Background: an optimization exercise with open tools, aiming at small area and a short achievable clock period. Do not read the settings as production practice. In this exercise RTL edits were held to simulation tests only and were not proved equivalent to the original. No activity file was given, so power comes from the tool's default toggle rates.

<file path="flow/config.mk">
export PLATFORM = sky130hd
export DESIGN_NAME = arm_dp_top
export DESIGN_NICKNAME = arm_dp_top
export VERILOG_FILES = /design/flow/design.v
export SDC_FILE = /design/flow/constraint.sdc
export NUM_CORES = 4
export LEC_CHECK = 0
export ABC_AREA = 1
export CAP_MARGIN = 20
export CORE_MARGIN = 2
export CORE_UTILIZATION = 40
export SETUP_SLACK_MARGIN = 4.0
export SLEW_MARGIN = 20
</file>
<file path="flow/run.sh">
#!/bin/bash
# synth_recipe.tcl (not shown) runs the flow's synth.tcl, then flattens the netlist and writes it again
# the make line also repeats each setting of config.mk as NAME=value (left out here)
make -C /OpenROAD-flow-scripts/flow DESIGN_CONFIG=/design/flow/config.mk WORK_HOME=/design/flow/orfs CLKGATE_MAP_FILE= SYNTH_SCRIPT=/design/flow/synth_recipe.tcl finish
</file>
<file path="flow/design.v">
`timescale 1ns/1ps
module barrel_shift (
    input  logic [32-1:0]    value,
    input  logic [1:0]                 sh_type,
    input  logic [5-1:0] shamt,
    input  logic [5-1:0] rot,
    output logic [32-1:0]    shifted
);
    logic       lsl, lsr, asr;
    logic [31:0] t;       
    logic [31:0] keep, fill;
    logic [31:0] s0, s1, s2, s3, s4;
    assign lsl = (sh_type == 2'b00);
    assign lsr = (sh_type == 2'b01);
    assign asr = (sh_type == 2'b10);
    assign s0 = rot[0] ? {value[0],    value[31:1]}  : value;
    assign s1 = rot[1] ? {s0[1:0],     s0[31:2]}     : s0;
    assign s2 = rot[2] ? {s1[3:0],     s1[31:4]}     : s1;
    assign s3 = rot[3] ? {s2[7:0],     s2[31:8]}     : s2;
    assign s4 = rot[4] ? {s3[15:0],    s3[31:16]}    : s3;
    always_comb begin
        for (int j = 0; j < 32; j++) t[j] = (shamt > j[4:0]);
        for (int i = 0; i < 32; i++) begin
            keep[i] = !((lsl && t[i]) || ((lsr || asr) && t[31-i]));
            fill[i] = asr && t[31-i];
        end
    end
    assign shifted = (s4 & keep) | (fill & {32{value[31]}});
endmodule
`timescale 1ns/1ps
module decode_stage (
    input  logic                       clk,
    input  logic                       reset,
    input  logic                       instr_valid,
    input  logic [32-1:0]    instr,
    input  logic [32-1:0]    rm_val,
    input  logic                       ex_writes,
    input  logic [4-1:0]  ex_rd,
    output logic [4-1:0]  rn_addr,
    output logic                       dx_valid,
    output logic                       dx_writes,
    output logic                       dx_setf,
    output logic                       dx_arith,
    output logic                       dx_sub,
    output logic [1:0]                 dx_lop,
    output logic [3:0]                 dx_cond,
    output logic [4-1:0]  dx_rd,
    output logic [32-1:0]    dx_b,
    output logic                       dx_fwd_b,
    output logic [1:0]                 dx_kind,
    output logic [5-1:0] dx_shamt,
    output logic [5-1:0] dx_rot
);
    logic [3:0] op;
    logic       known, writes, setf, arith, sub;
    logic [1:0] lop;
    assign op = instr[24:21];
    always_comb begin
        known  = 1'b1;
        writes = 1'b1;
        arith  = 1'b0;
        sub    = 1'b0;
        lop    = 2'b00;
        case (op)
            4'b0000: lop = 2'b00;
            4'b0001: lop = 2'b01;
            4'b1100: lop = 2'b10;
            4'b1101: lop = 2'b11;
            4'b0100: arith = 1'b1;
            4'b0010: begin arith = 1'b1; sub = 1'b1; end
            4'b1010: begin arith = 1'b1; sub = 1'b1; writes = 1'b0; end
            default: begin known = 1'b0; writes = 1'b0; end
        endcase
        setf = (op == 4'b1010) | instr[20];
    end
    logic        v1_q;
    logic        writes1_q, setf1_q, arith1_q, sub1_q, imm1_q;
    logic [1:0]  lop1_q;
    logic [3:0]  cond1_q, rn1_q, rd1_q;
    logic [11:0] op2_q;
    always_ff @(posedge clk or posedge reset) begin
        if (reset) v1_q <= 1'b0;
        else       v1_q <= instr_valid & known & (instr[31:28] != 4'b1111);
    end
    always_ff @(posedge clk) begin
        writes1_q <= writes;
        setf1_q   <= setf;
        arith1_q  <= arith;
        sub1_q    <= sub;
        lop1_q    <= lop;
        imm1_q    <= instr[25];
        cond1_q   <= instr[31:28];
        rn1_q     <= instr[19:16];
        rd1_q     <= instr[15:12];
        op2_q     <= instr[11:0];
    end
    assign rn_addr = rn1_q;
    logic [4:0] shamt, rot;
    assign shamt = imm1_q ? 5'd0 : op2_q[11:7];
    assign rot   = (op2_q[6:5] == 2'b00) ? (5'd0 - shamt) : shamt;
    always_ff @(posedge clk or posedge reset) begin
        if (reset) dx_valid <= 1'b0;
        else       dx_valid <= v1_q;
    end
    always_ff @(posedge clk) begin
        dx_writes <= writes1_q;
        dx_setf   <= setf1_q;
        dx_arith  <= arith1_q;
        dx_sub    <= sub1_q;
        dx_lop    <= lop1_q;
        dx_cond   <= cond1_q;
        dx_rd     <= rd1_q;
        dx_b      <= imm1_q ? {{(32-8){1'b0}}, op2_q[7:0]} : rm_val;
        dx_fwd_b  <= ex_writes & (ex_rd == op2_q[3:0]) & !imm1_q;
        dx_kind   <= op2_q[6:5];
        dx_shamt  <= shamt;
        dx_rot    <= rot;
    end
endmodule
`timescale 1ns/1ps
module execute_stage (
    input  logic                       clk,
    input  logic                       reset,
    input  logic                       dx_valid,
    input  logic                       dx_writes,
    input  logic                       dx_setf,
    input  logic                       dx_arith,
    input  logic                       dx_sub,
    input  logic [1:0]                 dx_lop,
    input  logic [3:0]                 dx_cond,
    input  logic [4-1:0]  dx_rd,
    input  logic [32-1:0]    rn_val,
    input  logic [32-1:0]    dx_b,
    input  logic                       dx_fwd_b,
    input  logic [1:0]                 dx_kind,
    input  logic [5-1:0] dx_shamt,
    input  logic [5-1:0] dx_rot,
    input  logic [32-1:0]    wr_data,
    output logic                       ex_writes,
    output logic [4-1:0]  ex_rd,
    output logic                       res_valid,
    output logic [4-1:0]  res_addr,
    output logic [32-1:0]    res_data,
    output logic [3:0]                 flags
);
    logic [31:0] op_a, op_b_reg, op_b, bx, logic_res, result;
    logic [33:0] sum;
    logic        pass, c_f, v_f;
    assign op_a     = rn_val;
    assign op_b_reg = dx_fwd_b ? wr_data : dx_b;
    barrel_shift barrel_shift_i (
        .value   (op_b_reg),
        .sh_type (dx_kind),
        .shamt   (dx_shamt),
        .rot     (dx_rot),
        .shifted (op_b)
    );
    assign bx  = op_b ^ {32{dx_sub}};
    logic [32:0] gk, pk;
    always_comb begin
        gk = {op_a & bx, dx_sub};
        pk = {op_a ^ bx, 1'b0};
        for (int d = 1; d < 33; d = d * 2) begin
            for (int i = 32; i >= d; i--) begin
                gk[i] = gk[i] | (pk[i] & gk[i-d]);
                pk[i] = pk[i] & pk[i-d];
            end
        end
    end
    assign sum = {gk[32], (op_a ^ bx) ^ gk[31:0], 1'b0};
    always_comb begin
        case (dx_lop)
            2'b00: logic_res = op_a & op_b;
            2'b01: logic_res = op_a ^ op_b;
            2'b10: logic_res = op_a | op_b;
            default: logic_res = op_b;
        endcase
    end
    assign result = dx_arith ? sum[32:1] : logic_res;
    assign c_f = sum[33];
    assign v_f = (op_a[31] == bx[31]) && (sum[32] != op_a[31]);
    logic nz_wb, n_q, z_q, c_q, v_q, wb_zero, n_cur, z_cur;
    assign wb_zero = (wr_data == 32'd0);
    assign n_cur   = nz_wb ? wr_data[31] : n_q;
    assign z_cur   = nz_wb ? wb_zero : z_q;
    assign flags   = {n_cur, z_cur, c_q, v_q};
    always_comb begin
        case (dx_cond)
            4'b0000: pass = flags[2];
            4'b0001: pass = !flags[2];
            4'b0010: pass = flags[1];
            4'b0011: pass = !flags[1];
            4'b0100: pass = flags[3];
            4'b0101: pass = !flags[3];
            4'b0110: pass = flags[0];
            4'b0111: pass = !flags[0];
            4'b1000: pass = flags[1] && !flags[2];
            4'b1001: pass = !flags[1] || flags[2];
            4'b1010: pass = (flags[3] == flags[0]);
            4'b1011: pass = (flags[3] != flags[0]);
            4'b1100: pass = !flags[2] && (flags[3] == flags[0]);
            4'b1101: pass = flags[2] || (flags[3] != flags[0]);
            default: pass = 1'b1;
        endcase
    end
    always_ff @(posedge clk or posedge reset) begin
        if (reset) begin
            nz_wb <= 1'b0;
            n_q   <= 1'b0;
            z_q   <= 1'b0;
            c_q   <= 1'b0;
            v_q   <= 1'b0;
        end else begin
            nz_wb <= dx_valid && pass && dx_setf;
            n_q   <= n_cur;
            z_q   <= z_cur;
            if (dx_valid && pass && dx_setf && dx_arith) begin
                c_q <= c_f;
                v_q <= v_f;
            end
        end
    end
    assign res_valid = dx_valid && pass && dx_writes;
    assign res_addr  = dx_rd;
    assign res_data  = result;
    assign ex_writes = res_valid;
    assign ex_rd     = dx_rd;
endmodule
`timescale 1ns/1ps
module result_stage (
    input  logic                       clk,
    input  logic                       reset,
    input  logic                       res_valid,
    input  logic [4-1:0]  res_addr,
    input  logic [32-1:0]    res_data,
    output logic                       wr_valid,
    output logic [4-1:0]  wr_addr,
    output logic [32-1:0]    wr_data
);
    always_ff @(posedge clk or posedge reset) begin
        if (reset) wr_valid <= 1'b0;
        else       wr_valid <= res_valid;
    end
    always_ff @(posedge clk) begin
        wr_addr <= res_addr;
        wr_data <= res_data;
    end
endmodule
`timescale 1ns/1ps
module reg_file (
    input  logic                       clk,
    input  logic                       reset,
    input  logic                       wr_valid,
    input  logic [4-1:0]  wr_addr,
    input  logic [32-1:0]    wr_data,
    input  logic                       ex_valid,
    input  logic [4-1:0]  ex_addr,
    input  logic [4-1:0]  rn_addr_d,
    input  logic [4-1:0]  rm_addr_d,
    output logic [32-1:0]    rn_val,
    output logic [32-1:0]    rm_val
);
    localparam int NUM_REGS = 1 << 4;
    logic [NUM_REGS-1:0][32-1:0] regs;
    logic [NUM_REGS-1:0]                   written, written_d;
    logic [NUM_REGS-1:0]                   we;
    logic [NUM_REGS-1:0]                   sel_n, sel_m;
    logic                                  wt_n, wt_m, wt_n_d, wt_m_d;
    always_comb begin
        for (int i = 0; i < NUM_REGS; i++)
            we[i] = wr_valid && (wr_addr == i[4-1:0]);
    end
    assign written_d = written | we;
    always_ff @(posedge clk or posedge reset) begin
        if (reset) written <= '0;
        else       written <= written_d;
    end
    for (genvar i = 0; i < NUM_REGS; i++) begin : g_reg
        always_ff @(posedge clk) begin
            if (we[i]) regs[i] <= wr_data;
        end
    end
    assign wt_n_d = ex_valid && (ex_addr == rn_addr_d);
    assign wt_m_d = ex_valid && (ex_addr == rm_addr_d);
    always_ff @(posedge clk) begin
        wt_n <= wt_n_d;
        wt_m <= wt_m_d;
        for (int i = 0; i < NUM_REGS; i++) begin
            sel_n[i] <= !wt_n_d && written_d[i] && (rn_addr_d == i[4-1:0]);
            sel_m[i] <= !wt_m_d && written_d[i] && (rm_addr_d == i[4-1:0]);
        end
    end
    always_comb begin
        rn_val = {32{wt_n}} & wr_data;
        rm_val = {32{wt_m}} & wr_data;
        for (int i = 0; i < NUM_REGS; i++) begin
            rn_val = rn_val | ({32{sel_n[i]}} & regs[i]);
            rm_val = rm_val | ({32{sel_m[i]}} & regs[i]);
        end
    end
endmodule
`timescale 1ns/1ps
module arm_dp_top (
    input  logic                      clk,
    input  logic                      reset,
    input  logic                      instr_valid,
    input  logic [32-1:0]   instr,
    output logic                      wb_valid,
    output logic [4-1:0] wb_addr,
    output logic [32-1:0]   wb_data,
    output logic [3:0]                flags
);
    logic [32-1:0]   rn_val, rm_val;
    logic                       dx_valid, dx_writes, dx_setf, dx_arith, dx_sub;
    logic [1:0]                 dx_lop;
    logic [3:0]                 dx_cond;
    logic [4-1:0]  dx_rd;
    logic [32-1:0]    dx_b;
    logic                       dx_fwd_b;
    logic [4-1:0]  rn_addr;
    logic [1:0]                 dx_kind;
    logic [5-1:0] dx_shamt, dx_rot;
    logic                       ex_writes;
    logic [4-1:0]  ex_rd;
    logic                       res_valid;
    logic [4-1:0]  res_addr;
    logic [32-1:0]    res_data;
    decode_stage decode_stage_i (
        .clk(clk), .reset(reset),
        .instr_valid(instr_valid), .instr(instr),
        .rm_val(rm_val), .rn_addr(rn_addr),
        .ex_writes(ex_writes), .ex_rd(ex_rd),
        .dx_valid(dx_valid), .dx_writes(dx_writes), .dx_setf(dx_setf),
        .dx_arith(dx_arith), .dx_sub(dx_sub), .dx_lop(dx_lop), .dx_cond(dx_cond),
        .dx_rd(dx_rd), .dx_b(dx_b), .dx_fwd_b(dx_fwd_b),
        .dx_kind(dx_kind), .dx_shamt(dx_shamt), .dx_rot(dx_rot)
    );
    execute_stage execute_stage_i (
        .clk(clk), .reset(reset),
        .dx_valid(dx_valid), .dx_writes(dx_writes), .dx_setf(dx_setf),
        .dx_arith(dx_arith), .dx_sub(dx_sub), .dx_lop(dx_lop), .dx_cond(dx_cond),
        .dx_rd(dx_rd), .rn_val(rn_val), .dx_b(dx_b), .dx_fwd_b(dx_fwd_b),
        .dx_kind(dx_kind), .dx_shamt(dx_shamt), .dx_rot(dx_rot),
        .wr_data(wb_data),
        .ex_writes(ex_writes), .ex_rd(ex_rd),
        .res_valid(res_valid), .res_addr(res_addr), .res_data(res_data),
        .flags(flags)
    );
    result_stage result_stage_i (
        .clk(clk), .reset(reset),
        .res_valid(res_valid), .res_addr(res_addr), .res_data(res_data),
        .wr_valid(wb_valid), .wr_addr(wb_addr), .wr_data(wb_data)
    );
    reg_file reg_file_i (
        .clk(clk), .reset(reset),
        .wr_valid(wb_valid), .wr_addr(wb_addr), .wr_data(wb_data),
        .ex_valid(res_valid), .ex_addr(res_addr),
        .rn_addr_d(rn_addr), .rm_addr_d(instr[3:0]), .rn_val(rn_val), .rm_val(rm_val)
    );
endmodule
</file>
<file path="flow/constraint.sdc">
create_clock -name core_clock -period 8.0 [get_ports {clk}]
set_input_delay 1.6000 -clock core_clock [delete_from_list [all_inputs] [get_ports {clk}]]
set_output_delay 1.6000 -clock core_clock [all_outputs]
set_load 0.01 [all_outputs]
</file>
==> metrics.md, run 1 <==
| Metric | Value |
|---|---|
| Internal Power | 6.71 mW |
| WHS Endpoint | decode_stage_i.dx_lop[1] |
| DR vias | 31,200 |
| Clock slew at reported path FFs | 70 ps |
| H-tree Lvls | 3 |
| Met3 WL post-DR | 16.5 mm |
| Most frequent cells in the layout | nand2_1, edfxtp_1, nand3_1 |
| Gr usage total | 29.7% |
| Die width | 300 um |
| Period Utilization, post-route | 53.1% |
| Detailed-route wire length | 139 mm |
| Critical Path Start | result_stage_i.wr_data[24] |
| Synth Cell Area | 35,200 sq um |
| Min-delay src | decode_stage_i.lop1_q[1] |
| Clock Latency Late Sink | 650 ps |
| Die Ht | 300 um |
| # nets final | 4,093 |
| Hold depth | 0 |
| Routed WL per cell | 26.9 um |
| Max Used Layer | met4 |
| Pre-antenna DRT Iters | 8 |
| Status | finished clean |
| GP Congestion | 0.946 |
| R2R depth | 18 |
| YS warnings | 5 |
| Worst reg2reg setup slack | 4010 ps |
| Power Dens Cells | 221 nW/um^2 |
| GRT overflow | 0 |
| CTS tree | done |
| Clk network pwr share | 39.3% |
| Final Core Density | 48.9% |
| Commonest non-fill, non-tap cell in the layout | nand2_1 |
| RSZ-0062 raised after global routing | yes |
| Vias per cell | 6.00 |
| Synth Instances | 3,824 |
| Post-synthesis cell type count | 65 |
| Crit path time final | 4250 ps |
| Placed insts | 4,981 |
| Fraction of layout cells with a size suffix above 1 | 16.7% |
| Antenna violations before repair | 3 |
| Leakage power | 17.0 nW |
| Worst Max-Slew Pin Slew | 1050 ps |
| Routed length on met2 | 57.9 mm |
| Setup crit start kind | flop |
| Setup TNS | 0 ps |
| DRC violation total after the first TritonRoute iteration | 4,172 |
| CTS Buf Count | 78 |
| Initial Utilization | 40.5% |
| Ports | 76 |
| Slew headroom | 29.6% |
| Mapped Avg Cell Area | 9.19 sq um |
| Final Setup Violations | 0 |
| Post-DRT Antenna Nets | 0 |
| Post-Syn Nets | 3,943 |
| Total chip power | 9.40 mW |
| RR Endpoint | result_stage_i.wr_data[23] |
| Area leader, netlist | edfxtp_1 |
| Largest cells by area after synthesis | edfxtp_1, nand2_1, dfxtp_1 |
| Maximum clock rate | 235 MHz |
| CTS Hold Bufs | 0 |
| Switching Share | 28.6% |
| Final slew viol count | 0 |
| R2R Path Start | reg_file_i.sel_n[6] |
| Crit path max fanout | 19 |
| Required time worst endpoint | 6400 ps |
| Yosys top cell area share | 43.7% |
| I/O Buffers | 73 |
| Die area | 90,300 sq um |
| Hold Crit Class | reg -> reg |
| Final Skew | 47.7 ps |
| First-pass GRT wire length | 195 mm |
| Crit. End Element | output pin |
| FP Rows | 108 |
| Worst Slack Setup Final | 3750 ps |
| Non-Filler Instances | 5,194 |
| Switch Pwr | 2.69 mW |
| Clock buffer depth | 3 |
| Sequential share of the synthesized area | 54.5% |
| Data arrival, critical path | 2650 ps |
| Filler instances | 8,019 |
| Post-DP HPWL | 86.1 mm |
| Core area | 86,900 sq um |
| Peak supply drop | 154 uV |
| Vias in the first global route | 28,600 |
| Clk root buf | clkbuf_16 |
| Register share of total power | 43.3% |
| Routed met1 length | 58.0 mm |
| Worst slack, placed | 2800 ps |
| CTS sink cnt | 695 |
| Area growth syn-to-layout | 20.9% |
| Largest net degree at the start of global routing | 41 |
| Comb pwr share | 17.3% |
| Max cap viols | 0 |
| Setup CP Type | reg -> out |
| Final Hold Vio Count | 0 |
| #FFs+latches synth | 695 |
| # DRC | 0 |
area by class of cell:
class                   instances  area, sq um  share of cell area [%]
repair buffers                252         2440                    5.73
clock inverters                37          427                    1.00
diodes                          3         7.51                  0.0177
well taps                    1155         1450                    3.40
flip-flops and latches        695        19200                    45.2
repair inverters                2         31.3                  0.0736
multi-input cells            2630        15500                    36.5
clock buffers                 105         2200                    5.17
inverters                     315         1260                    2.97
worst max-delay path, stage by stage, from the launching register on:
cell and delay, ps:
dfxtp_1 290, buf_4 220, inv_1 200, nand4_1 120, nor3_1 350, nand4_1 470
nand2_2 240, buf_6 120
timing repair:
| action | CTS | global route |
|---|---|---|
| buffers inserted | 13 | 46 |
| gates resized for setup | 111 | 300 |
| pin swaps | 8 | 58 |
| endpoints found under the setup margin | 67 | 36 |
| gates cloned | 3 | 6 |
| endpoints found under the hold margin | 0 | 0 |
metal layers:
metal,GRT usage [%],vias to the layer above
met4,13.0,0
met1,42.5,15100
li1,-,13800
met5,0,-
met2,43.2,1893
met3,6.62,330
power groups by stage:
| stage | Combinational [mW] | Clock [mW] | Sequential [mW] |
|---|---|---|---|
| after floorplan | 0.739 | 0 | 4.19 |
| after global placement | 1.35 | 0 | 4.14 |
| after detailed placement | 1.36 | 0 | 4.14 |
| after CTS | 1.43 | 3.72 | 4.07 |
| after global routing | 1.74 | 3.86 | 4.08 |
| final | 1.63 | 3.70 | 4.07 |
sequential cells by signal (all words and copies together), names as in the netlist, 4 cells and up:
signal and cells:
decode_stage_i.cond1_q 4, decode_stage_i.dx_b 32, decode_stage_i.dx_cond 4, decode_stage_i.dx_rd 4, decode_stage_i.dx_rot 4, decode_stage_i.dx_shamt 5
decode_stage_i.op2_q 12, decode_stage_i.rd1_q 4, decode_stage_i.rn1_q 4, reg_file_i.regs 512, reg_file_i.sel_m 16, reg_file_i.sel_n 16
reg_file_i.written 16, result_stage_i.wr_addr 4, result_stage_i.wr_data 32
cell usage after synthesis, drive strengths merged:
cell type / count
a21oi: 125
a41oi: 6
nor3: 47
a22o: 66
nand3b: 5
nor2: 165
nor3b: 12
o211ai: 28
o21bai: 2
and2: 1
a221oi: 137
o2111a: 1
o221ai: 5
or2: 6
o21ai: 140
a211o: 1
ha: 84
nand2: 1131
a22oi: 10
a21o: 1
a211oi: 25
clkinv: 4
nand3: 450
inv: 311
o31ai: 2
dfrtp: 24
xnor2: 8
a221o: 2
a31oi: 16
xor2: 36
edfxtp: 512
a21boi: 1
nand4: 68
buf: 61
dfxtp: 159
a2111oi: 12
o22ai: 5
nor4: 5
clkbuf: 123
o2111ai: 27
worst max path at each step:
stage / endpoint / slack, ps
finish: flags[2] / 3750
global route: flags[2] / 3760
CTS: flags[2] / 3730
detailed placement: result_stage_i.wr_data[28] / 2800
global placement: result_stage_i.wr_data[28] / 2810
floorplan: result_stage_i.wr_data[28] / 4390
stage by stage:
step / hold WS, ps / cell area (sq um)
5_1_grt: 329 / 42500
4_1_cts: 323 / 40700
3_3_place_gp: 311 / 37500
2_1_floorplan: 310 / 35200
3_5_place_dp: 312 / 37500
6_report: 318 / 42500
cells by family (layout without fill, tap and decap cells):
kind of cell | after synthesis | after routing | synth area share, %
AND/OR/NAND/NOR | 1890 | 1890 | 23.5
flip-flops | 695 | 695 | 54.5
AO/OA/AOI/OAI | 612 | 612 | 12.2
buffers and inverters | 499 | 711 | 5.70
adder cells (fa/ha/maj) | 84 | 84 | 2.99
XOR/XNOR | 44 | 44 | 1.10
other | 0 | 3 | 0
==> inputs of run 2 (changes only) <==
--- a/flow/design.v
+++ b/flow/design.v
@@ -6,2 +6,3 @@
     input  logic [5-1:0] rot,
+    input  logic                       inv,
     output logic [32-1:0]    shifted
@@ -27,3 +28,6 @@
     end
-    assign shifted = (s4 & keep) | (fill & {32{value[31]}});
+    always_comb begin
+        for (int i = 0; i < 32; i++)
+            shifted[i] = keep[i] ? s4[i] : (fill[i] ? value[31] : inv);
+    end
 endmodule
@@ -112,3 +116,3 @@
         dx_rd     <= rd1_q;
-        dx_b      <= imm1_q ? {{(32-8){1'b0}}, op2_q[7:0]} : rm_val;
+        dx_b      <= (imm1_q ? {{(32-8){1'b0}}, op2_q[7:0]} : rm_val) ^ {32{sub1_q}};
         dx_fwd_b  <= ex_writes & (ex_rd == op2_q[3:0]) & !imm1_q;
@@ -145,3 +149,3 @@
 );
-    logic [31:0] op_a, op_b_reg, op_b, bx, logic_res, result;
+    logic [31:0] op_a, op_b_reg, bx, logic_res, result;
     logic [33:0] sum;
@@ -149,3 +153,3 @@
     assign op_a     = rn_val;
-    assign op_b_reg = dx_fwd_b ? wr_data : dx_b;
+    assign op_b_reg = dx_fwd_b ? (wr_data ^ {32{dx_sub}}) : dx_b;
     barrel_shift barrel_shift_i (
@@ -154,24 +158,13 @@
         .shamt   (dx_shamt),
+        .inv     (dx_sub),
         .rot     (dx_rot),
-        .shifted (op_b)
+        .shifted (bx)
     );
-    assign bx  = op_b ^ {32{dx_sub}};
-    logic [32:0] gk, pk;
-    always_comb begin
-        gk = {op_a & bx, dx_sub};
-        pk = {op_a ^ bx, 1'b0};
-        for (int d = 1; d < 33; d = d * 2) begin
-            for (int i = 32; i >= d; i--) begin
-                gk[i] = gk[i] | (pk[i] & gk[i-d]);
-                pk[i] = pk[i] & pk[i-d];
-            end
-        end
-    end
-    assign sum = {gk[32], (op_a ^ bx) ^ gk[31:0], 1'b0};
+    assign sum = {1'b0, op_a, 1'b1} + {1'b0, bx, dx_sub};
     always_comb begin
         case (dx_lop)
-            2'b00: logic_res = op_a & op_b;
-            2'b01: logic_res = op_a ^ op_b;
-            2'b10: logic_res = op_a | op_b;
-            default: logic_res = op_b;
+            2'b00: logic_res = op_a & bx;
+            2'b01: logic_res = op_a ^ bx;
+            2'b10: logic_res = op_a | bx;
+            default: logic_res = bx;
         endcase
@@ -182,3 +175,8 @@
     logic nz_wb, n_q, z_q, c_q, v_q, wb_zero, n_cur, z_cur;
-    assign wb_zero = (wr_data == 32'd0);
+    logic [3:0] byte_zero_q;
+    always_ff @(posedge clk) begin
+        for (int i = 0; i < 4; i++)
+            byte_zero_q[i] <= (result[8*i +: 8] == 8'd0);
+    end
+    assign wb_zero = &byte_zero_q;
     assign n_cur   = nz_wb ? wr_data[31] : n_q;
--- a/flow/config.mk
+++ b/flow/config.mk
@@ -11,3 +11,5 @@
 export CORE_UTILIZATION = 40
-export SETUP_SLACK_MARGIN = 4.0
+export CTS_CLUSTER_DIAMETER = 100
+export CTS_CLUSTER_SIZE = 25
+export SETUP_SLACK_MARGIN = 4.5
 export SLEW_MARGIN = 20
==> run 2 against run 1 <==
Die area increased by 2.0%; via count down 0.13%; synthesized cell count increased by 2.0%; still clean on timing, DRC and antenna; largest power group unchanged; highest routed layer unchanged; setup slack improved by 380 ps.
==> metrics.md, run 2 <==
| Metric | Value |
|---|---|
| Status | finished clean |
| YS warnings | 5 |
| Crit path time final | 3860 ps |
| Area leader, netlist | edfxtp_1 |
| Post-synth EDFFs | 512 |
| Die area | 92,100 sq um |
| CTS Hold Bufs | 0 |
| XOR/XNOR share of the synthesized area | 1.39% |
| Sequential share of the synthesized area | 53.6% |
| CP max-delay cell | dfxtp_4 |
| #FFs+latches synth | 699 |
| Final Hold Vio Count | 0 |
| Final slew viol count | 0 |
| Die width | 303 um |
| Synth Instances | 3,899 |
| Peak supply drop | 130 uV |
| GP Congestion | 0.996 |
| Largest net degree at the start of global routing | 49 |
| Clock buffer depth | 3 |
| Worst Max-Slew Pin Slew | 1170 ps |
| Routed WL per cell | 26.4 um |
| Antenna violations before repair | 4 |
| Max FFs per register | 512 |
| Mapped Avg Cell Area | 9.20 sq um |
| Crit. End Element | flop |
| Final Skew | 48.0 ps |
| Clock Latency Late Sink | 630 ps |
| Crit path max fanout | 7 |
| Post-synth ARST share | 3.43% |
| Ports | 76 |
| Post-DRT Antenna Nets | 0 |
| Post-synthesis simple-gate area fraction | 22.3% |
| Fraction of layout cells with a size suffix above 1 | 19.6% |
| Critical Path Start | decode_stage_i.dx_sub |
| Yosys top cell area share | 42.9% |
| Initial Utilization | 40.5% |
| Required time worst endpoint | 8490 ps |
| Final Setup Violations | 0 |
| Max cap viols | 0 |
| Worst reg2reg setup slack | 4140 ps |
| Setup crit start kind | flop |
| Hold Crit Class | reg -> reg |
| Commonest non-fill, non-tap cell in the layout | nand2_1 |
| Total chip power | 7.62 mW |
| Post-route cell area | 42,800 sq um |
| CTS sink cnt | 699 |
| Most frequent cells in the layout | nand2_1, edfxtp_1, inv_1 |
| Post-DP HPWL | 87.2 mm |
| Power Dens Cells | 178 nW/um^2 |
| Post-synthesis cell type count | 56 |
| Most frequent cells after synthesis | nand2_1, edfxtp_1, nand3_1 |
| Vias per cell | 5.99 |
| Clk root buf | clkbuf_16 |
| Setup CP Type | reg -> reg |
| Area growth syn-to-layout | 19.5% |
| Main flop type after synthesis | edfxtp_1 |
| End of the critical path | result_stage_i.wr_data[20] |
| RR Endpoint | result_stage_i.wr_data[20] |
| First-pass GRT wire length | 197 mm |
| Period Utilization, post-route | 48.3% |
| Leakage power | 17.3 nW |
| R2R Path Start | decode_stage_i.dx_sub |
| Biggest regs | reg_file_i.regs x512, decode_stage_i.dx_b x32, result_stage_i.wr_data x32 |
| I/O Buffers | 73 |
| Post-Syn Nets | 4,002 |
| GRT overflow | 0 |
| DR vias | 31,100 |
| Largest family of logic cells by synthesized area | simple AND/OR/NAND/NOR gates |
| Vias in the first global route | 29,700 |
| Largest Register | reg_file_i.regs |
| Maximum clock rate | 259 MHz |
| Clock slew at reported path FFs | 100 ps |
| Data arrival, critical path | 4360 ps |
| DRC violation total after the first TritonRoute iteration | 4,016 |
| Slew headroom | 21.9% |
| H-tree Lvls | 2 |
| CTS tree | done |
| FP Rows | 109 |
| Core area | 88,600 sq um |
| Synth Area in Adders | 2.39% |
| # nets final | 4,102 |
| Pre-antenna DRT Iters | 8 |
| Post-DP Area | 38,000 sq um |
| Detailed-route wire length | 137 mm |
| Largest cells by area after synthesis | edfxtp_1, nand2_1, dfxtp_1 |
| RSZ-0062 raised after global routing | yes |
| Gr usage total | 29.2% |
| CTS Buf Count | 34 |
| Setup TNS | 0 ps |
| R2R depth | 26 |
| Die Ht | 303 um |
| Mux contribution to synthesized area | 0% |
| Synth Area in Compound Gates | 13.8% |
| Synth Cell Area | 35,900 sq um |
| CP max stage delay | 510 ps |
| # DRC | 0 |
| Most frequent cell after synthesis | nand2_1 |
[run 2: cell types whose count changed after synthesis, moves of 25 or more]
cell	delta
nand2_1	-123
o22ai_1	+75
inv_1	+70
a22o_1	+33
nand4_1	-32
a221oi_1	-31
nand3_2	+26
or2_1	+25
[run 2: final cells by class]
type / instances / area [sq um]
fillers: 8273 / 45800
diodes: 3 / 7.51
repair inverters: 5 / 36.3
clock buffers: 55 / 930
repair buffers: 256 / 2550
flip-flops and latches: 699 / 19300
well taps: 1165 / 1460
multi-input cells: 2623 / 17000
clock inverters: 7 / 92.6
inverters: 380 / 1480
[run 2: worst max-delay path, delay by kind of cell, from the launching register on]
family / cells / cell delay [ps]
compound gates: 6 / 860
fa+ha+maj: 1 / 300
flops: 1 / 510
buf+inv: 6 / 800
simple gates: 13 / 1300
[run 2: cell families after synthesis]
| kind of cell | Yosys count |
|---|---|
| adder cells (fa/ha/maj) | 68 |
| XOR/XNOR | 57 |
| AO/OA/AOI/OAI | 717 |
| flip-flops | 699 |
| buffers and inverters | 577 |
| AND/OR/NAND/NOR | 1781 |
[run 2: where the power goes]
part / internal [mW] / total (mW) / switching (mW) / leakage (nW)
Sequential: 4.02 / 4.13 / 0.109 / 7.28
Clock: 0.833 / 2.03 / 1.20 / 0.486
Combinational: 0.500 / 1.46 / 0.956 / 9.58
[run 2: how the worst min path moves through the flow]
stage | startpoint | to | slack [ps] | depth (start not counted)
4_1_cts | decode_stage_i.cond1_q[3] | decode_stage_i.dx_cond[3] | 330 | 0
5_1_grt | decode_stage_i.rd1_q[1] | decode_stage_i.dx_rd[1] | 340 | 0
3_3_place_gp | decode_stage_i.rd1_q[1] | decode_stage_i.dx_rd[1] | 310 | 0
6_report | decode_stage_i.cond1_q[3] | decode_stage_i.dx_cond[3] | 330 | 0
3_5_place_dp | decode_stage_i.lop1_q[0] | decode_stage_i.dx_lop[0] | 310 | 0
2_1_floorplan | decode_stage_i.arith1_q | decode_stage_i.dx_arith | 310 | 0
[run 2: per-stage QoR]
step | cells | setup WS [ps] | util [%] | hold WS (ps)
6_report | 5193 | 4140 | 48.3 | 326
5_1_grt | 5192 | 3970 | 48.3 | 339
4_1_cts | 5171 | 4250 | 47.2 | 331
3_5_place_dp | 5026 | 2650 | 42.8 | 312
3_3_place_gp | 5025 | 2630 | 42.8 | 312
2_1_floorplan | 3899 | 4770 | - | 310
[run 2: timing repair]
action | in CTS | in global routing
buffers inserted | 74 | 18
gates cloned | 9 | 1
hold endpoints to repair | 0 | 0
pin swaps | 87 | 129
endpoints found under the setup margin | 59 | 36
gates resized for setup | 474 | 194
[run 2: routing by layer]
| metal | routed length, um | GRT usage (%) | up-vias | share of wire [%] |
|---|---|---|---|---|
| li1 | - | - | 13900 | - |
| met1 | 56500 | 40.9 | 15100 | 41 |
| met4 | 5340 | 9.80 | 0 | 3.9 |
| met3 | 14500 | 5.51 | 316 | 11 |
| met5 | 0 | 0 | - | 0 |
| met2 | 60800 | 45.5 | 1763 | 44 |
==> inputs of run 3 (changes only) <==
--- a/flow/design.v
+++ b/flow/design.v
@@ -174,12 +174,11 @@
     assign v_f = (op_a[31] == bx[31]) && (sum[32] != op_a[31]);
-    logic nz_wb, n_q, z_q, c_q, v_q, wb_zero, n_cur, z_cur;
-    logic [3:0] byte_zero_q;
-    always_ff @(posedge clk) begin
-        for (int i = 0; i < 4; i++)
-            byte_zero_q[i] <= (result[8*i +: 8] == 8'd0);
-    end
-    assign wb_zero = &byte_zero_q;
-    assign n_cur   = nz_wb ? wr_data[31] : n_q;
-    assign z_cur   = nz_wb ? wb_zero : z_q;
-    assign flags   = {n_cur, z_cur, c_q, v_q};
+    logic [31:0] zt;
+    logic        z_arith, z_logic, z_f;
+    assign zt      = {op_a[30:0] | bx[30:0], dx_sub};
+    assign z_arith = ((op_a ^ bx) == zt);
+    assign z_logic = (logic_res == 32'd0);
+    assign z_f     = dx_arith ? z_arith : z_logic;
+    logic n_wb, n_q, z_q, c_q, v_q, n_cur;
+    assign n_cur   = n_wb ? wr_data[31] : n_q;
+    assign flags   = {n_cur, z_q, c_q, v_q};
     always_comb begin
@@ -205,3 +204,3 @@
         if (reset) begin
-            nz_wb <= 1'b0;
+            n_wb  <= 1'b0;
             n_q   <= 1'b0;
@@ -211,5 +210,6 @@
         end else begin
-            nz_wb <= dx_valid && pass && dx_setf;
+            n_wb  <= dx_valid && pass && dx_setf;
             n_q   <= n_cur;
-            z_q   <= z_cur;
+            if (dx_valid && pass && dx_setf)
+                z_q <= z_f;
             if (dx_valid && pass && dx_setf && dx_arith) begin
==> run 3 against run 2 <==
Die area shrank 1.3%; area after synthesis shrank 1.3%; register-to-register slack lost 40 ps; final area grew 2.6%; synthesized cell count shrank 2.8%; wire length grew 5.3%; via count grew 1.8%; sequential power is essentially flat; critical endpoint is now result_stage_i.wr_data[15]; largest power group unchanged.
==> metrics.md, run 3 <==
| Metric | Value |
|---|---|
| Status | finished clean |
| Ports | 76 |
| Largest family of logic cells by synthesized area | simple AND/OR/NAND/NOR gates |
| Post-DRT Antenna Nets | 0 |
| Peak supply drop | 146 uV |
| Die width | 302 um |
| Routed WL per cell | 28.2 um |
| Crit path max fanout | 6 |
| Max cap viols | 0 |
| Largest cells by area after synthesis | edfxtp_1, nand2_1, dfxtp_1 |
| Fraction of layout cells with a size suffix above 1 | 23.2% |
| DR vias | 31,700 |
| Biggest regs | reg_file_i.regs x512, decode_stage_i.dx_b x32, result_stage_i.wr_data x32 |
| Antenna violations before repair | 4 |
| Post-synthesis simple-gate area fraction | 21.3% |
| Vias per cell | 6.20 |
| Post-synthesis cell type count | 56 |
| Post-DP HPWL | 87.6 mm |
| XOR/XNOR share of the synthesized area | 2.03% |
| Setup CP Type | reg -> reg |
| Sequential share of the synthesized area | 54.1% |
| # DRC | 0 |
| Clk network pwr share | 26.7% |
| RSZ-0062 raised after global routing | yes |
| Setup crit start kind | flop |
| Leakage power | 17.4 nW |
| Total chip power | 8.12 mW |
| Non-Filler Instances | 5,112 |
| Placed insts | 4,891 |
| Crit. End Element | flop |
| Crit path time final | 3900 ps |
| YS warnings | 5 |
| Most frequent cells in the layout | nand2_1, edfxtp_1, inv_1 |
| Vias in the first global route | 29,700 |
| Most frequent cells after synthesis | nand2_1, edfxtp_1, nand3_1 |
| Final Core Density | 49.9% |
| Main flop type after synthesis | edfxtp_1 |
| Setup TNS | 0 ps |
| Internal Power | 5.61 mW |
| FP Rows | 109 |
| Clock slew at reported path FFs | 100 ps |
| Clock Latency Late Sink | 640 ps |
| Switching Share | 30.9% |
| Yosys top cell area share | 43.4% |
| Period Utilization, post-route | 48.8% |
| Die area | 90,900 sq um |
| Min Hold Slack | 327 ps |
| Synth Area in Compound Gates | 14.3% |
| GRT overflow | 0 |
| DRC violation total after the first TritonRoute iteration | 4,255 |
| CTS tree | done |
| Area leader, netlist | edfxtp_1 |
| Final Hold Vio Count | 0 |
| Area growth syn-to-layout | 24.1% |
| Slew headroom | 16.9% |
| Worst Max-Slew Pin Slew | 1250 ps |
| Gr usage total | 30.7% |
| H-tree Lvls | 2 |
| Mapped Avg Cell Area | 9.35 sq um |
| Post-synth EDFFs | 512 |
| Detailed-route wire length | 144 mm |
| Power Dens Cells | 185 nW/um^2 |
| Hold Crit Class | reg -> reg |
| Most frequent cell after synthesis | nand2_1 |
| Largest net degree at the start of global routing | 59 |
| Comb pwr share | 22.4% |
| First-pass GRT wire length | 204 mm |
| Synth Instances | 3,788 |
| Max FFs per register | 512 |
| Final slew viol count | 0 |
| CTS Hold Bufs | 0 |
| Register share of total power | 50.9% |
| I/O Buffers | 73 |
| GP Congestion | 1.04 |
| Synth Cell Area | 35,400 sq um |
| Commonest non-fill, non-tap cell in the layout | nand2_1 |
| Final Skew | 54.7 ps |
| Die Ht | 302 um |
| Clk root buf | clkbuf_16 |
| CTS sink cnt | 695 |
| Synth Area in Adders | 2.42% |
| Mux contribution to synthesized area | 0% |
| Final Setup Violations | 0 |
| Pre-antenna DRT Iters | 7 |
| Initial Utilization | 40.2% |
| Post-synth ARST share | 3.45% |
| Data arrival, critical path | 4370 ps |
| Maximum clock rate | 256 MHz |
| Post-Syn Nets | 3,891 |
| #FFs+latches synth | 695 |
| Clock buffer depth | 3 |
| CTS Buf Count | 36 |
| Largest Register | reg_file_i.regs |
| Core area | 88,100 sq um |
| Switch Pwr | 2.51 mW |
| Required time worst endpoint | 8470 ps |
| # nets final | 4,019 |
[run 3: cell types whose count changed after synthesis, moves of 14 or more]
cell / previous run / this run
a2111oi_0: 13 / 28
a22o_1: 99 / 113
clkbuf_1: 131 / 153
inv_1: 368 / 292
nand2_1: 969 / 934
nand2_2: 31 / 11
nand3_2: 51 / 16
nand4_1: 36 / 89
nor2_1: 145 / 113
nor3_1: 41 / 10
xor2_1: 51 / 67
[run 3: worst paths after layout]
check / from / end / slack (ps) / depth (start not counted)
worst max-delay path: decode_stage_i.dx_sub / result_stage_i.wr_data[15] / 4100 / 24
worst min-delay path: decode_stage_i.setf1_q / decode_stage_i.dx_setf / 330 / 0
worst max register to register: decode_stage_i.dx_sub / result_stage_i.wr_data[15] / 4100 / 24
worst min register to register: decode_stage_i.setf1_q / decode_stage_i.dx_setf / 330 / 0
max in group asynchronous: reset / execute_stage_i.n_q / 6250 / 3
min in group asynchronous: reset / reg_file_i.written[2] / 1400 / 3
[run 3: layout make-up]
| cell class | count | area, sq um |
|---|---|---|
| diodes | 3 | 7.51 |
| multi-input cells | 2575 | 17800 |
| repair buffers | 299 | 2970 |
| inverters | 301 | 1190 |
| clock buffers | 58 | 1010 |
| repair inverters | 8 | 75.1 |
| clock inverters | 8 | 159 |
| fillers | 8085 | 44200 |
| well taps | 1165 | 1460 |
| flip-flops and latches | 695 | 19300 |
[run 3: logic make-up (layout without fill, tap and decap cells)]
kind of cell | after synthesis | in the layout
and+or+nand+nor | 1690 | 1690
AOI/OAI and AO/OA | 735 | 735
DFF | 695 | 695
buffers and inverters | 518 | 674
xor gates and xnor gates | 82 | 82
adders and majority gates | 68 | 68
other | 0 | 3
[run 3: what timing repair did]
action	4_1_cts	5_1_grt
gates cloned	14	1
setup endpoints to repair	58	36
buffers inserted	116	21
pin swaps	101	106
resized for setup	626	221
[run 3: worst max-delay path, cell delays in order, from the launching register on]
cell and delay (ps):
dfxtp_4 390, buf_12 120, buf_12 120, buf_16 130, nand2_1 50, nand2_1 90
nand2_2 100, nand3_4 110, nand3_4 100, nand3_4 110, nand3_2 130, nand3_2 100
nand3b_1 90, nand2_2 170, inv_2 80, ha_4 300, buf_6 120, nand3_4 100
nor3_4 360, a21oi_4 130, buf_4 150, buf_4 130, xnor2_1 160, nand2_1 90
o21ai_1 320
[run 3: layer usage]
metal	up-vias	wire [um]	global-route usage, %
met1	15500	57600	42.6
met4	0	8250	15.4
met5	-	0	0
met3	409	16800	5.80
met2	2049	61700	45.9
li1	13800	-	-
[run 3: power by group through the flow]
stage	logic (mW)	clock network (mW)	registers (mW)
CTS	1.62	2.20	4.13
global placement	1.23	0	4.21
floorplan	0.735	0	4.18
detailed placement	1.23	0	4.21
global route	1.91	2.31	4.14
finish	1.82	2.17	4.13
[run 3: stage by stage]
stage	area, sq um	worst slack [ps]
finish	43900	4100
global route	43900	4040
CTS	42600	4240
detailed placement	37400	2040
global placement	37400	2040
floorplan	35400	4540
==> inputs of run 4 (changes only) <==
--- a/flow/design.v
+++ b/flow/design.v
@@ -52,3 +52,5 @@
     output logic [32-1:0]    dx_b,
-    output logic                       dx_fwd_b,
+    output logic                       dx_fwd_t,
+    output logic                       dx_fwd_f,
+    output logic                       dx_fill,
     output logic [1:0]                 dx_kind,
@@ -104,2 +106,4 @@
     assign rot   = (op2_q[6:5] == 2'b00) ? (5'd0 - shamt) : shamt;
+    logic fwd_b;
+    assign fwd_b = ex_writes & (ex_rd == op2_q[3:0]) & !imm1_q;
     always_ff @(posedge clk or posedge reset) begin
@@ -116,4 +120,6 @@
         dx_rd     <= rd1_q;
-        dx_b      <= (imm1_q ? {{(32-8){1'b0}}, op2_q[7:0]} : rm_val) ^ {32{sub1_q}};
-        dx_fwd_b  <= ex_writes & (ex_rd == op2_q[3:0]) & !imm1_q;
+        dx_b      <= fwd_b ? '0 : (imm1_q ? {{(32-8){1'b0}}, op2_q[7:0]} : rm_val) ^ {32{sub1_q}};
+        dx_fwd_t  <= fwd_b & !sub1_q;
+        dx_fwd_f  <= fwd_b & sub1_q;
+        dx_fill   <= sub1_q & (op2_q[6:5] != 2'b10);
         dx_kind   <= op2_q[6:5];
@@ -137,3 +143,5 @@
     input  logic [32-1:0]    dx_b,
-    input  logic                       dx_fwd_b,
+    input  logic                       dx_fwd_t,
+    input  logic                       dx_fwd_f,
+    input  logic                       dx_fill,
     input  logic [1:0]                 dx_kind,
@@ -153,3 +161,3 @@
     assign op_a     = rn_val;
-    assign op_b_reg = dx_fwd_b ? (wr_data ^ {32{dx_sub}}) : dx_b;
+    assign op_b_reg = dx_b | ({32{dx_fwd_t}} & wr_data) | ({32{dx_fwd_f}} & ~wr_data);
     barrel_shift barrel_shift_i (
@@ -158,3 +166,3 @@
         .shamt   (dx_shamt),
-        .inv     (dx_sub),
+        .inv     (dx_fill),
         .rot     (dx_rot),
@@ -316,3 +324,3 @@
     logic [32-1:0]    dx_b;
-    logic                       dx_fwd_b;
+    logic                       dx_fwd_t, dx_fwd_f, dx_fill;
     logic [4-1:0]  rn_addr;
@@ -332,3 +340,3 @@
         .dx_arith(dx_arith), .dx_sub(dx_sub), .dx_lop(dx_lop), .dx_cond(dx_cond),
-        .dx_rd(dx_rd), .dx_b(dx_b), .dx_fwd_b(dx_fwd_b),
+        .dx_rd(dx_rd), .dx_b(dx_b), .dx_fwd_t(dx_fwd_t), .dx_fwd_f(dx_fwd_f), .dx_fill(dx_fill),
         .dx_kind(dx_kind), .dx_shamt(dx_shamt), .dx_rot(dx_rot)
@@ -339,3 +347,3 @@
         .dx_arith(dx_arith), .dx_sub(dx_sub), .dx_lop(dx_lop), .dx_cond(dx_cond),
-        .dx_rd(dx_rd), .rn_val(rn_val), .dx_b(dx_b), .dx_fwd_b(dx_fwd_b),
+        .dx_rd(dx_rd), .rn_val(rn_val), .dx_b(dx_b), .dx_fwd_t(dx_fwd_t), .dx_fwd_f(dx_fwd_f), .dx_fill(dx_fill),
         .dx_kind(dx_kind), .dx_shamt(dx_shamt), .dx_rot(dx_rot),
==> run 4 against run 3 <==
Still clean on timing, DRC and antenna; sequential cell count up 2; power down 1.2%; synthesized cell count up 2.0%; die area up 0.28%; clock skew down 1.9 ps; wire length up 0.56%; final area down 2.3%; register-to-register slack better by 130 ps; worst hold slack better by 5.4 ps; clock power up 4%; first-iteration DRC count up 4.1%; largest power group unchanged.
==> metrics.md, run 4 <==
| Metric | Value |
|---|---|
| Slew headroom | 28.1% |
| Switching Share | 30.0% |
| Vias per cell | 6.12 |
| Period Utilization, post-route | 47.2% |
| # nets final | 4,151 |
| Clk network pwr share | 28.0% |
| Post-Syn Nets | 3,968 |
| Fraction of layout cells with a size suffix above 1 | 18.5% |
| CP max stage delay | 450 ps |
| Die area | 91,200 sq um |
| Area growth syn-to-layout | 20.9% |
| Data arrival, critical path | 4250 ps |
| Routed WL per cell | 27.7 um |
| GP Congestion | 1.04 |
| Worst Max-Slew Pin Slew | 1050 ps |
| Main flop type after synthesis | edfxtp_1 |
| YS warnings | 5 |
| Crit-path cells | buf_6, buf_16, nand4_1, nand3_2, nand3_2, nand3_2, nand3_1, nand3b_1, nand2_2, ha_4, nand2_1, nand2_1, o21bai_4, o21ai_2, nand2_2, a21oi_4, o21ai_4, a21boi_2, xor2_1, nand2_1, o21ai_1 |
| Internal Power | 5.62 mW |
| Mapped Avg Cell Area | 9.19 sq um |
| GRT overflow | 0 |
| Final Setup Violations | 0 |
| Detailed-route wire length | 145 mm |
| First-pass GRT wire length | 205 mm |
| Clock buffer depth | 3 |
| Final Hold Vio Count | 0 |
| Setup crit start kind | flop |
| Crit. End Element | flop |
| # DRC | 0 |
| Leakage power | 17.7 nW |
| H-tree Lvls | 2 |
| Area leader, netlist | edfxtp_1 |
| Biggest regs | reg_file_i.regs x512, decode_stage_i.dx_b x32, result_stage_i.wr_data x32 |
| Post-DP HPWL | 90.4 mm |
| DR vias | 32,100 |
| Register share of total power | 50.8% |
| Maximum clock rate | 265 MHz |
| I/O Buffers | 73 |
| Largest Register | reg_file_i.regs |
| Post-DRT Antenna Nets | 0 |
| Power Dens Cells | 187 nW/um^2 |
| Worst reg2reg setup slack | 4220 ps |
| Ports | 76 |
| Synth Cell Area | 35,500 sq um |
| Vias in the first global route | 29,800 |
| Largest cells by area after synthesis | edfxtp_1, nand2_1, dfxtp_1 |
| Peak supply drop | 187 uV |
| Final slew viol count | 0 |
| CTS tree | done |
| Crit path max fanout | 5 |
| Max cap viols | 0 |
| Required time worst endpoint | 8480 ps |
| Final Skew | 52.8 ps |
| Crit path time final | 3780 ps |
| Post-synth ARST share | 3.44% |
| Min Hold Slack | 333 ps |
| Most frequent cells after synthesis | nand2_1, edfxtp_1, nand3_1 |
| Die width | 302 um |
| Setup TNS | 0 ps |
| Comb pwr share | 21.2% |
| Clock slew at reported path FFs | 110 ps |
| Most frequent cell after synthesis | nand2_1 |
| Largest net degree at the start of global routing | 39 |
| Core area | 88,200 sq um |
| Status | finished clean |
| FP Rows | 109 |
| Clock Latency Late Sink | 630 ps |
| Yosys top cell area share | 43.3% |
| Total chip power | 8.03 mW |
| Pre-antenna DRT Iters | 6 |
| Post-synth EDFFs | 512 |
| Sequential share of the synthesized area | 54.1% |
| Post-synthesis cell type count | 63 |
| CP Buf/Inv Count | 2 |
| Delay-heaviest family, CP | simple AND/OR/NAND/NOR gates |
| Switch Pwr | 2.41 mW |
| CTS Buf Count | 36 |
| DRC violation total after the first TritonRoute iteration | 4,428 |
| Synth Instances | 3,865 |
| RSZ-0062 raised after global routing | yes |
| Commonest non-fill, non-tap cell in the layout | nand2_1 |
| Gr usage total | 30.9% |
| CTS sink cnt | 697 |
| Most frequent cells in the layout | nand2_1, edfxtp_1, inv_1 |
| Setup CP Type | reg -> reg |
| CP max-delay cell | dfxtp_4 |
| Antenna violations before repair | 2 |
| Initial Utilization | 40.2% |
| #FFs+latches synth | 697 |
| Die Ht | 302 um |
| Clk root buf | clkbuf_16 |
| Max FFs per register | 512 |
| Hold Crit Class | reg -> reg |
==> run 4: changes by cell type after synthesis, sizes merged, moves of 9 or more <==
cell	change
a211oi	+10
a221oi	+17
a22o	-21
o22ai	+9
nor2	+26
nand2	+22
o21ai	-14
or2	-33
inv	+88
a2111oi	-10
==> run 4: power groups by stage <==
| stage | logic, mW | clock network, mW | registers (mW) |
|---|---|---|---|
| 3_3_place_gp | 1.23 | 0 | 4.19 |
| 3_5_place_dp | 1.23 | 0 | 4.19 |
| 6_report | 1.70 | 2.25 | 4.08 |
| 4_1_cts | 1.53 | 2.26 | 4.08 |
| 5_1_grt | 1.79 | 2.39 | 4.08 |
| 2_1_floorplan | 0.702 | 0 | 4.18 |
==> run 4: stage by stage <==
step	instances	cell area (sq um)	utilization (%)	worst slack, ps
final	5241	42900	48.7	4220
after global routing	5240	42900	48.7	4090
after CTS	5206	41800	47.4	4220
after detailed placement	4983	37600	42.6	2730
after global placement	4983	37600	42.6	2770
after floorplan	3865	35500	-	4510
==> run 4: final timing paths <==
kind	start	to	cells past startpoint
max	decode_stage_i.dx_shamt[0]	result_stage_i.wr_data[18]	21
min	decode_stage_i.rd1_q[0]	decode_stage_i.dx_rd[0]	0
max reg2reg	decode_stage_i.dx_shamt[0]	result_stage_i.wr_data[18]	21
min reg2reg	decode_stage_i.rd1_q[0]	decode_stage_i.dx_rd[0]	0
max in group asynchronous	reset	execute_stage_i.n_q	3
min in group asynchronous	reset	reg_file_i.written[4]	3
==> run 4: repair_timing <==
item,4_1_cts,5_1_grt
gates resized for setup,399,193
hold endpoints to repair,0,0
setup endpoints to repair,50,42
hold buffers,0,0
buffers inserted,150,32
cloned,8,2
pin swaps,85,93
==> run 4: layer usage <==
metal	vias to the layer above	part of all wire, %	GRT usage, %
li1	14000	-	-
met1	15600	39	42.2
met2	2027	43	46.7
met3	413	12	7.37
met4	0	5.4	14.2
met5	-	0	0
==> run 4: cell type report <==
class                      count  area (sq um)
timing repair inverter         4          38.8
multi-input combinational   2572         15900
inverter                     387          1520
sequential                   697         19300
clock inverter                10           215
antenna                        1          2.50
timing repair buffer         350          3520
tap                         1165          1460
clock buffer                  55           993
fill                        8109         45300
==> run 4: cells by family (layout without fill, tap and decap cells) <==
family,count (synthesis),count (layout),share of synthesized area [%]
buffers and inverters,596,806,6.58
xor gates and xnor gates,83,83,2.05
muxes,1,1,0.0282
adders and majority gates,68,68,2.42
and+or+nand+nor,1697,1697,20.9
other,0,1,0
DFF,697,697,54.1
AOI/OAI and AO/OA,723,723,13.9
==> run 4: worst register-to-register path: stages (launching register included) <==
cell	delay, ps
dfxtp_4	450
buf_6	140
buf_16	110
nand4_1	200
nand3_2	160
nand3_2	90
nand3_2	100
nand3_1	90
nand3b_1	220
nand2_2	120
ha_4	290
nand2_1	70
nand2_1	60
o21bai_4	180
o21ai_2	150
nand2_2	130
a21oi_4	180
o21ai_4	90
a21boi_2	250
xor2_1	180
nand2_1	80
o21ai_1	300
==> inputs of run 5 (changes only) <==
--- a/flow/config.mk
+++ b/flow/config.mk
@@ -15 +15,2 @@
 export SLEW_MARGIN = 20
+export TNS_END_PERCENT = 10
==> run 5 against run 4 <==
Still clean; utilization shrank 0.49 points; clock power is essentially flat; via count shrank 0.28%; largest cell class unchanged.
==> metrics.md, run 5 <==
| Metric | Value |
|---|---|
| Final Hold Vio Count | 0 |
| Leakage power | 17.4 nW |
| Final Skew | 55.5 ps |
| Sequential share of the synthesized area | 54.1% |
| Detailed-route wire length | 145 mm |
| Commonest non-fill, non-tap cell in the layout | nand2_1 |
| Placed insts | 4,983 |
| Biggest regs | reg_file_i.regs x512, decode_stage_i.dx_b x32, result_stage_i.wr_data x32 |
| Setup CP Type | reg -> reg |
| First-pass GRT wire length | 205 mm |
| GP Congestion | 1.04 |
| CTS tree | done |
| Crit-path cells | inv_2, nor2_2, inv_2, nor2_2, nand2_1, o211ai_1, nand2_2, ha_4, nand2_1, nand2_1, o21bai_4, o21ai_2, nand2_2, a21oi_4, o21ai_4, a21boi_2, xor2_1, nand2_1, o21ai_1 |
| Max FFs per register | 512 |
| Required time worst endpoint | 8470 ps |
| Largest cells by area after synthesis | edfxtp_1, nand2_1, dfxtp_1 |
| Mapped Avg Cell Area | 9.19 sq um |
| Largest net degree at the start of global routing | 39 |
| Vias in the first global route | 29,700 |
| Period Utilization, post-route | 47.7% |
| GRT overflow | 0 |
| Post-synth ARST share | 3.44% |
| RSZ-0062 raised after global routing | yes |
| Die width | 302 um |
| Clock slew at reported path FFs | 110 ps |
| Setup crit start kind | flop |
| I/O Buffers | 73 |
| Synth Instances | 3,865 |
| Final Core Density | 48.2% |
| Maximum clock rate | 262 MHz |
| Clk root buf | clkbuf_16 |
| Pre-antenna DRT Iters | 8 |
| CTS Buf Count | 36 |
| Area growth syn-to-layout | 19.7% |
| Final Setup Violations | 0 |
| # DRC | 0 |
| Largest Register | reg_file_i.regs |
| Clock Latency Late Sink | 630 ps |
| Antenna violations before repair | 6 |
| Status | finished clean |
| Most used cell, CP | nand2_1 |
| # nets final | 4,139 |
| Setup TNS | 0 ps |
| Area leader, netlist | edfxtp_1 |
| Ports | 76 |
| Core area | 88,200 sq um |
| Vias per cell | 6.12 |
| FP Rows | 109 |
| Post-DRT Antenna Nets | 0 |
| Hold Crit Class | reg -> reg |
| Main flop type after synthesis | edfxtp_1 |
| Post-DP HPWL | 90.4 mm |
| Fraction of layout cells with a size suffix above 1 | 16.9% |
| Peak supply drop | 176 uV |
| Max cap viols | 0 |
| CP max stage delay | 550 ps |
| Crit path time final | 3820 ps |
| Crit. End Element | flop |
| Worst slack, placed | 2730 ps |
| Post-synthesis cell type count | 63 |
| Gr usage total | 30.9% |
| Post-synth EDFFs | 512 |
| Die Ht | 302 um |
| #FFs+latches synth | 697 |
| Post-Syn Nets | 3,968 |
| Power Dens Cells | 188 nW/um^2 |
| YS warnings | 5 |
| Die area | 91,200 sq um |
| CP max-delay cell | dfxtp_2 |
| Synth Cell Area | 35,500 sq um |
| Most frequent cells after synthesis | nand2_1, edfxtp_1, nand3_1 |
| Worst Slack Setup Final | 4180 ps |
| Yosys top cell area share | 43.3% |
| Most frequent cells in the layout | nand2_1, edfxtp_1, inv_1 |
| H-tree Lvls | 2 |
| DRC violation total after the first TritonRoute iteration | 4,352 |
| Worst Max-Slew Pin Slew | 1080 ps |
| Crit path max fanout | 10 |
| Slew headroom | 27.5% |
| Final slew viol count | 0 |
| Routed WL per cell | 27.7 um |
| CTS sink cnt | 697 |
| Clock buffer depth | 3 |
| Most frequent cell after synthesis | nand2_1 |
| Data arrival, critical path | 4290 ps |
| Initial Utilization | 40.2% |
| Non-Filler Instances | 5,229 |
| DR vias | 32,000 |
-- run 5: area by class of cell --
cell class / instances / area, sq um
fillers: 8156 / 45700
flip-flops and latches: 697 / 19300
multi-input cells: 2572 / 15500
repair buffers: 338 / 3410
inverters: 387 / 1510
well taps: 1165 / 1460
clock buffers: 55 / 993
clock inverters: 10 / 215
repair inverters: 4 / 33.8
diodes: 1 / 2.50
-- run 5: logic make-up (layout without fill, tap and decap cells) --
| logic type | Yosys count | count (layout) | share of synthesized area (%) |
|---|---|---|---|
| compound gates | 723 | 723 | 13.9 |
| other cells | 0 | 1 | 0 |
| flops | 697 | 697 | 54.1 |
| xor+xnor | 83 | 83 | 2.05 |
| simple gates | 1697 | 1697 | 20.9 |
| buf+inv | 596 | 794 | 6.58 |
| fa+ha+maj | 68 | 68 | 2.42 |
| mux | 1 | 1 | 0.0282 |
-- run 5: power by group --
group | switching (mW) | internal (mW) | leakage, nW
clock network | 1.25 | 0.999 | 0.572
logic | 1.06 | 0.590 | 9.56
registers | 0.0695 | 4.01 | 7.27
-- run 5: final timing paths --
check | slack [ps] | from | endpoint | cells after the start
setup / recovery | 4180 | decode_stage_i.dx_shamt[2] | result_stage_i.wr_data[18] | 19
hold / removal | 330 | decode_stage_i.rd1_q[0] | decode_stage_i.dx_rd[0] | 0
setup reg to reg | 4180 | decode_stage_i.dx_shamt[2] | result_stage_i.wr_data[18] | 19
hold reg to reg | 330 | decode_stage_i.rd1_q[0] | decode_stage_i.dx_rd[0] | 0
max in group asynchronous | 6320 | reset | execute_stage_i.n_q | 3
min in group asynchronous | 1340 | reset | reg_file_i.written[4] | 3
-- run 5: stage by stage --
| stage | total power, mW | hold WS [ps] | cell area, sq um |
|---|---|---|---|
| after CTS | 7.85 | 334 | 41500 |
| after global routing | 8.22 | 341 | 42500 |
| final | 7.99 | 330 | 42500 |
| after detailed placement | 5.42 | 312 | 37600 |
| after floorplan | 4.88 | 310 | 35500 |
| after global placement | 5.42 | 310 | 37600 |
-- run 5: critical path, delay by kind of cell, from the launching register on --
| family | cells | cell delay, ps |
|---|---|---|
| DFF | 1 | 550 |
| AOI/OAI and AO/OA | 7 | 1580 |
| buffers and inverters | 2 | 190 |
| xor gates and xnor gates | 1 | 180 |
| adders and majority gates | 1 | 290 |
| and+or+nand+nor | 8 | 900 |
-- run 5: timing repair --
action | 4_1_cts | 5_1_grt
endpoints found under the setup margin | 50 | 47
hold buffers | 0 | 0
gates resized for setup | 354 | 148
pin swaps | 74 | 77
hold endpoints to repair | 0 | 0
cloned | 8 | 4
buffers inserted | 142 | 26
-- run 5: layer usage --
layer / GRT usage (%) / routed length, um
met5: 0 / 81
met4: 13.9 / 7740
met3: 6.69 / 17500
met2: 46.5 / 62400
met1: 42.7 / 57300
==> inputs of run 6 (changes only) <==
--- a/flow/config.mk
+++ b/flow/config.mk
@@ -13,3 +13,3 @@
 export CTS_CLUSTER_SIZE = 25
-export SETUP_SLACK_MARGIN = 4.5
+export SETUP_SLACK_MARGIN = 5.0
 export SLEW_MARGIN = 20
==> run 6 against run 5 <==
Highest routed layer unchanged; setup slack got worse by 61 ps; still clean; wire length shrank 1.6%; largest power group unchanged; sequential share of layout area grew 0.33 points; sequential cell count did not move.
==> metrics.md, run 6 <==
| Metric | Value |
|---|---|
| Vias in the first global route | 29,100 |
| Vias per cell | 6.10 |
| Core area | 88,200 sq um |
| Switch Pwr | 2.42 mW |
| H-tree Lvls | 2 |
| First-pass GRT wire length | 199 mm |
| Clock buffer depth | 3 |
| Total chip power | 7.94 mW |
| Period Utilization, post-route | 48.5% |
| Initial Utilization | 40.2% |
| # nets final | 4,110 |
| Die width | 302 um |
| Routed WL per cell | 27.4 um |
| Area growth syn-to-layout | 19.2% |
| Post-Syn Nets | 3,968 |
| Maximum clock rate | 258 MHz |
| Required time worst endpoint | 8440 ps |
| CTS Buf Count | 38 |
| Largest cells by area after synthesis | edfxtp_1, nand2_1, dfxtp_1 |
| Synth Instances | 3,865 |
| Comb pwr share | 20.2% |
| Non-Filler Instances | 5,201 |
| Final slew viol count | 0 |
| Final Skew | 45.7 ps |
| Crit path max fanout | 6 |
| Most frequent cells in the layout | nand2_1, edfxtp_1, inv_1 |
| Power Dens Cells | 188 nW/um^2 |
| Internal Power | 5.52 mW |
| Die Ht | 302 um |
| Post-DRT Antenna Nets | 0 |
| Die area | 91,200 sq um |
| Post-DP Area | 37,500 sq um |
| Slew headroom | 17.8% |
| Min Hold Slack | 331 ps |
| CP max stage delay | 440 ps |
| CP Buf/Inv Count | 3 |
| Pre-antenna DRT Iters | 8 |
| Switching Share | 30.4% |
| Post-route cell area | 42,300 sq um |
| Gr usage total | 30.2% |
| Largest Register | reg_file_i.regs |
| Crit-path cells | buf_6, buf_16, nand4_1, nand3_1, nand3_2, nand3_4, nand3_2, nand3b_1, nand2_2, ha_4, nand2_4, nor3_4, o21ai_2, nand2_2, a21oi_4, o21ai_4, buf_4, xor2_1, nand2_1, o21ai_0 |
| Clk root buf | clkbuf_16 |
| Worst Max-Slew Pin Slew | 1230 ps |
| Max cap viols | 0 |
| Crit path time final | 3880 ps |
| CTS tree | done |
| Synth Cell Area | 35,500 sq um |
| Antenna violations before repair | 6 |
| Delay-heaviest family, CP | simple AND/OR/NAND/NOR gates |
| Hold Crit Class | reg -> reg |
| Ports | 76 |
| Post-synth ARST share | 3.44% |
| Post-DP HPWL | 88.6 mm |
| Setup CP Type | reg -> reg |
| RSZ-0062 raised after global routing | yes |
| Setup TNS | 0 ps |
| DR vias | 31,700 |
| Status | finished clean |
| FP Rows | 109 |
| YS warnings | 5 |
| CP max-delay cell | dfxtp_4 |
| I/O Buffers | 73 |
| Setup crit start kind | flop |
| Final Hold Vio Count | 0 |
| Yosys top cell area share | 43.3% |
| Post-synthesis cell type count | 63 |
| Most frequent cells after synthesis | nand2_1, edfxtp_1, nand3_1 |
| Detailed-route wire length | 143 mm |
| Post-synth EDFFs | 512 |
| Largest net degree at the start of global routing | 39 |
| CTS Hold Bufs | 0 |
| Fraction of layout cells with a size suffix above 1 | 17.3% |
| Mapped Avg Cell Area | 9.19 sq um |
| GP Congestion | 1.03 |
| Peak supply drop | 201 uV |
| Final Setup Violations | 0 |
| Area leader, netlist | edfxtp_1 |
| Leakage power | 17.3 nW |
| Main flop type after synthesis | edfxtp_1 |
| Placed insts | 4,963 |
| CTS sink cnt | 697 |
| Sequential share of the synthesized area | 54.1% |
| Data arrival, critical path | 4320 ps |
| Biggest regs | reg_file_i.regs x512, decode_stage_i.dx_b x32, result_stage_i.wr_data x32 |
| Register share of total power | 51.7% |
| Max FFs per register | 512 |
| DRC violation total after the first TritonRoute iteration | 4,348 |
| Commonest non-fill, non-tap cell in the layout | nand2_1 |
| #FFs+latches synth | 697 |
| Clock slew at reported path FFs | 100 ps |
| # DRC | 0 |
| Ant. Diodes | 0 |
| Crit. End Element | flop |
| Clock Latency Late Sink | 630 ps |
| Most frequent cell after synthesis | nand2_1 |
| GRT overflow | 0 |
| Clk network pwr share | 28.1% |
==> run 6: final timing paths <==
check,from,to,slack [ps],cells after the start
worst max-delay path,decode_stage_i.dx_shamt[0],result_stage_i.wr_data[14],4120,20
worst min-delay path,decode_stage_i.cond1_q[3],decode_stage_i.dx_cond[3],330,0
worst max register to register,decode_stage_i.dx_shamt[0],result_stage_i.wr_data[14],4120,20
worst min register to register,decode_stage_i.cond1_q[3],decode_stage_i.dx_cond[3],330,0
max in group asynchronous,reset,execute_stage_i.n_wb,6350,3
min in group asynchronous,reset,reg_file_i.written[13],1340,3
==> run 6: final cells by class <==
| type | count | area (sq um) |
|---|---|---|
| clock buffer | 57 | 1020 |
| inverter | 387 | 1510 |
| fill | 8193 | 45900 |
| timing repair inverter | 5 | 41.3 |
| sequential | 697 | 19400 |
| tap | 1165 | 1460 |
| clock inverter | 12 | 198 |
| timing repair buffer | 305 | 2940 |
| multi-input combinational | 2573 | 15800 |
==> run 6: stage by stage <==
stage / setup slack, ps / utilization, %
after floorplan: 4710 / -
after global placement: 2590 / 42.6
after detailed placement: 2570 / 42.6
after CTS: 4190 / 46.4
after global routing: 4080 / 48.0
final: 4120 / 48.0
==> run 6: power by group through the flow <==
stage          clock network, mW  logic (mW)  registers [mW]
6_report                    2.23        1.60            4.10
5_1_grt                     2.39        1.70            4.11
4_1_cts                     2.26        1.41            4.11
3_5_place_dp                   0        1.12            4.28
3_3_place_gp                   0        1.11            4.28
2_1_floorplan                  0       0.706            4.19
==> run 6: cell families after synthesis <==
group / share of synthesized area (%)
XOR/XNOR: 2.05
AO/OA/AOI/OAI: 13.9
multiplexers: 0.0282
AND/OR/NAND/NOR: 20.9
buffers and inverters: 6.58
adder cells (fa/ha/maj): 2.42
flip-flops: 54.1
==> run 6: what timing repair did <==
item                                   4_1_cts  5_1_grt
pin swaps                                   45       98
setup endpoints to repair                   76      106
cloned                                       9        7
setup buffers                              111       42
resized for setup                          268      203
endpoints found under the hold margin        0        0
==> run 6: worst register-to-register path: stages (launching register included) <==
cell	delay [ps]
dfxtp_4	440
buf_6	150
buf_16	120
nand4_1	200
nand3_1	210
nand3_2	130
nand3_4	110
nand3_2	70
nand3b_1	230
nand2_2	130
ha_4	350
nand2_4	90
nor3_4	220
o21ai_2	90
nand2_2	170
a21oi_4	100
o21ai_4	210
buf_4	150
xor2_1	150
nand2_1	80
o21ai_0	320
==> run 6: metal layers <==
layer | track usage, % | share of wire, % | vias up
met5 | 0 | 0.019 | -
met3 | 7.20 | 12 | 417
met2 | 45.8 | 43 | 2060
met1 | 41.0 | 39 | 15300
li1 | - | - | 13900
met4 | 13.3 | 5.3 | 4

[static timing again, ports no longer ideal]
No port has a modelled driver above. Below, the same layouts with a new extraction and two added sets of constraints. Step 1: set_driving_cell puts a clkbuf_16 on clk and a buf_2 on each other input, an assumption about the parent block. Step 2, shift: input delay + t, output delay - t, t = (earliest + latest rising clock arrival at the registers) / 2. This alone moves slack from input paths to output paths. Slacks: ideal ports / drivers / drivers and shift; pairs: ideal ports / drivers.
run | t, ns | setup WS [ns] | hold slack, ns | worst slew at a driven data input, ns
run 1 | 0.687 | 3.752 / 3.687 / 4.011 | 0.318 / 0.318 / 0.318 | 0.06
run 2 | 0.669 | 4.136 / 4.136 / 4.136 | 0.326 / 0.326 / 0.326 | 0.05
run 3 | 0.678 | 4.098 / 4.098 / 4.098 | 0.327 / 0.327 / 0.327 | 0.04
run 4 | 0.673 | 4.224 / 4.224 / 4.224 | 0.333 / 0.333 / 0.333 | 0.06
run 5 | 0.672 | 4.180 / 4.180 / 4.180 | 0.330 / 0.330 / 0.330 | 0.06
run 6 | 0.680 | 4.119 / 4.119 / 4.119 | 0.331 / 0.331 / 0.331 | 0.09
After both steps every run listed still meets setup and hold.
